Context: an optimization exercise on an open-source flow, tuned for small area and a short achievable clock period. The choices shown serve that exercise and are no tape-out recipe. Function was checked by simulation only, so behaviour that the tests miss may differ from the original. No activity file was given, so power comes from the tool's default toggle rates.

Setup of before:
==> flow/design.v <==
package elastic_memory_responder_pkg;
  localparam int DATA_WIDTH        = 16;
  localparam int ADDRESS_WIDTH     = 10;
  localparam int LOAD_CYCLE        = 3;
  localparam int DEFAULT_MEM_DEPTH = 256;
endpackage
module memory_array
#(
  parameter int DATA_WIDTH = elastic_memory_responder_pkg::DATA_WIDTH,
  parameter int ROWS       = 16,
  parameter int COLS       = 16,
  parameter int GROUP_ROWS = 4,
  parameter int GROUPS     = ROWS / GROUP_ROWS
) (
  input  logic                  clk,
  input  logic [ROWS-1:0]       i_row_wr,    
  input  logic [ROWS-1:0]       i_row_rd,    
  input  logic [COLS-1:0]       i_col,       
  input  logic [DATA_WIDTH-1:0] i_wdata,
  output logic [GROUPS-1:0][DATA_WIDTH-1:0] o_part
);
  logic [DATA_WIDTH-1:0] r_mem [ROWS*COLS];
  always_ff @(posedge clk) begin
    for (int r = 0; r < ROWS; r++) begin
      for (int c = 0; c < COLS; c++) begin
        if (i_row_wr[r] && i_col[c]) begin
          r_mem[r*COLS+c] <= i_wdata;
        end
      end
    end
  end
  logic [DATA_WIDTH-1:0] w_row_data [ROWS];
  always_comb begin
    for (int r = 0; r < ROWS; r++) begin
      w_row_data[r] = '0;
      for (int c = 0; c < COLS; c++) begin
        w_row_data[r] = w_row_data[r] | ({DATA_WIDTH{i_col[c]}} & r_mem[r*COLS+c]);
      end
    end
    for (int g = 0; g < GROUPS; g++) begin
      o_part[g] = '0;
      for (int rr = 0; rr < GROUP_ROWS; rr++) begin
        o_part[g] = o_part[g] | ({DATA_WIDTH{i_row_rd[g*GROUP_ROWS+rr]}} & w_row_data[g*GROUP_ROWS+rr]);
      end
    end
  end
endmodule
module elastic_memory_responder
#(
  parameter int DATA_WIDTH    = elastic_memory_responder_pkg::DATA_WIDTH,
  parameter int ADDRESS_WIDTH = elastic_memory_responder_pkg::ADDRESS_WIDTH,
  parameter int MEM_DEPTH     = elastic_memory_responder_pkg::DEFAULT_MEM_DEPTH,
  parameter int READ_CYCLE    = elastic_memory_responder_pkg::LOAD_CYCLE
) (
  input  logic                     clk,
  input  logic                     reset,
  input  logic                     start_exec,
  input  logic                     init_write,
  input  logic [ADDRESS_WIDTH-1:0] init_address,
  input  logic [DATA_WIDTH-1:0]    init_data,
  input  logic                     req_valid,
  output logic                     req_stop,
  input  logic                     req_write,
  input  logic [ADDRESS_WIDTH-1:0] req_address,
  input  logic [DATA_WIDTH-1:0]    req_write_data,
  output logic                     resp_valid,
  input  logic                     resp_stop,
  output logic [DATA_WIDTH-1:0]    resp_data
);
  localparam int COLS       = 32;
  localparam int ROWS       = MEM_DEPTH / COLS;
  localparam int GROUP_ROWS = 2;
  localparam int GROUPS     = ROWS / GROUP_ROWS;
  logic                    r_exec_en;
  logic                    r_req_stop;
  logic                    r_resp_valid;
  logic [READ_CYCLE-2:0]   r_rd_pipe;      
  logic [DATA_WIDTH-1:0]   r_rdata;
  logic [ROWS-1:0]         r_row_wr;
  logic [ROWS-1:0]         r_row_rd;
  logic [COLS-1:0]         r_col;
  logic [DATA_WIDTH-1:0]   r_wdata;
  logic [GROUPS-1:0][DATA_WIDTH-1:0] r_part;
  logic                    w_req_fire;
  logic                    w_rd_fire;
  logic                    w_exec_next;
  logic                    w_resp_hold;
  logic                    w_wr;
  logic [ADDRESS_WIDTH-1:0] w_addr;
  logic [ROWS-1:0]         w_row;
  logic [COLS-1:0]         w_col;
  logic [GROUPS-1:0][DATA_WIDTH-1:0] w_part;
  logic [DATA_WIDTH-1:0]   w_rdata;
  assign w_req_fire  = req_valid & ~r_req_stop;
  assign w_rd_fire   = w_req_fire & ~req_write;
  assign w_exec_next = ~reset & (r_exec_en | start_exec);
  assign w_resp_hold = r_resp_valid & resp_stop;
  always_ff @(posedge clk) begin
    if (reset) begin
      r_exec_en <= 1'b0;
    end else if (start_exec) begin
      r_exec_en <= 1'b1;
    end
  end
  always_ff @(posedge clk) begin
    if (reset) begin
      r_rd_pipe    <= '0;
      r_resp_valid <= 1'b0;
    end else begin
      r_rd_pipe    <= {r_rd_pipe[READ_CYCLE-3:0], w_rd_fire};
      r_resp_valid <= r_rd_pipe[READ_CYCLE-2] | w_resp_hold;
    end
  end
  always_ff @(posedge clk) begin
    r_req_stop <= ~w_exec_next | w_rd_fire | (|r_rd_pipe) | w_resp_hold;
  end
  assign w_addr = r_exec_en ? req_address : init_address;
  assign w_wr   = r_exec_en ? (req_valid & ~r_req_stop & req_write) : init_write;
  always_comb begin
    for (int r = 0; r < ROWS; r++) begin
      w_row[r] = ({1'b0, w_addr} >> 5) == (ADDRESS_WIDTH + 1)'(r);
    end
    for (int c = 0; c < COLS; c++) begin
      w_col[c] = w_addr[5-1:0] == 5'(c);
    end
  end
  always_ff @(posedge clk) begin
    r_row_wr <= w_row & {ROWS{w_wr}};
    r_row_rd <= w_row & {ROWS{w_rd_fire}};
    r_col    <= w_col;
    r_wdata  <= r_exec_en ? req_write_data : init_data;
  end
  memory_array #(
    .DATA_WIDTH (DATA_WIDTH),
    .ROWS       (ROWS),
    .COLS       (COLS),
    .GROUP_ROWS (GROUP_ROWS)
  ) u_memory_array (
    .clk      (clk),
    .i_row_wr (r_row_wr),
    .i_row_rd (r_row_rd),
    .i_col    (r_col),
    .i_wdata  (r_wdata),
    .o_part   (w_part)
  );
  always_ff @(posedge clk) begin
    r_part <= w_part;
  end
  always_comb begin
    w_rdata = '0;
    for (int g = 0; g < GROUPS; g++) begin
      w_rdata = w_rdata | r_part[g];
    end
  end
  always_ff @(posedge clk) begin
    r_rdata <= w_rdata | (r_rdata & {DATA_WIDTH{~r_rd_pipe[1]}});
  end
  assign req_stop   = r_req_stop;
  assign resp_valid = r_resp_valid;
  assign resp_data  = r_rdata;
endmodule
make LEC_CHECK=0 CAP_MARGIN=20 CORE_MARGIN=2 CORE_UTILIZATION=70 CTS_CLUSTER_DIAMETER=100 CTS_CLUSTER_SIZE=25 SETUP_SLACK_MARGIN=2.8 SLEW_MARGIN=20 finish   # period 5.0 ns
run.sh (not shown) runs the stock make flow with config.mk's settings and CLKGATE_MAP_FILE= SYNTH_SCRIPT=/design/flow/synth_recipe.tcl, a recipe that flattens the netlist after the stock synthesis.
before completed; timing, DRC and antenna clean
### before -> after
--- a/flow/design.v
+++ b/flow/design.v
@@ -68,7 +68,7 @@
   output logic [DATA_WIDTH-1:0]    resp_data
 );
-  localparam int COLS       = 32;
+  localparam int COLS       = 16;
   localparam int ROWS       = MEM_DEPTH / COLS;
-  localparam int GROUP_ROWS = 2;
+  localparam int GROUP_ROWS = 4;
   localparam int GROUPS     = ROWS / GROUP_ROWS;
   logic                    r_exec_en;
@@ -119,8 +119,8 @@
   always_comb begin
     for (int r = 0; r < ROWS; r++) begin
-      w_row[r] = ({1'b0, w_addr} >> 5) == (ADDRESS_WIDTH + 1)'(r);
+      w_row[r] = ({1'b0, w_addr} >> 4) == (ADDRESS_WIDTH + 1)'(r);
     end
     for (int c = 0; c < COLS; c++) begin
-      w_col[c] = w_addr[5-1:0] == 5'(c);
+      w_col[c] = w_addr[3:0] == 4'(c);
     end
   end
## What came out
In the flow results for after and before, the worst setup slack is smaller on before. Later-pin clock latency in the skew report: before vs after — no meaningful difference. Wire length on met3 (lower): after. Lower worst-case setup slack after placement goes to before over after. The final reports for after and before show tapcell count higher in the former. after ended with less sequential share of layout area than before. before → after: cell area after layout went up by 690 sq um; total global routing track utilization went down by 3.4 points; total power of the final layout went up by about 1.3%; total via count in the routed design went down by about 2.7%. Any difference in combined area of all synthesized cells between before and after is small enough to ignore. Diff before -> after: met2 demand-to-capacity share in global routing decreased by 6.4 points relative to the old numbers, worst hold path cell count held steady.

-- port drivers added, routing unchanged --
The flow's constraints put no driver on any port. The routed layouts listed below were extracted and timed again, unchanged, in two steps.
Step 1 (the two cells are an assumption about what drives the block):
set clk [get_ports {clk}]
set_driving_cell -lib_cell sky130_fd_sc_hd__clkbuf_16 $clk
set_driving_cell -lib_cell sky130_fd_sc_hd__buf_2 [delete_from_list [all_inputs] $clk]
Step 2 moves the port delays by t, midway between the first and last clock arrival at a register: inputs arrive t later, outputs are due t later. That takes back most of the time a late clock gives input paths.
Three values: ideal, step 1, step 2; two values: the first two.
| run | shift t [ns] | setup WS [ns] | worst setup path after step 2 | latest minus earliest clock arrival (ns) | worst slew at a driven data input, ns |
|---|---|---|---|---|---|
| before | 0.954 | 2.561 / 2.518 / 2.071 | input to register | 0.035 / 0.036 | 0.06 |
| after | 0.947 | 2.637 / 2.565 / 1.952 | input to register | 0.027 / 0.028 | 0.06 |
After both steps every run listed still meets setup and hold. The setup slack of after, which loses most, moves by -0.072 ns with the drivers and by -0.685 ns with both steps.
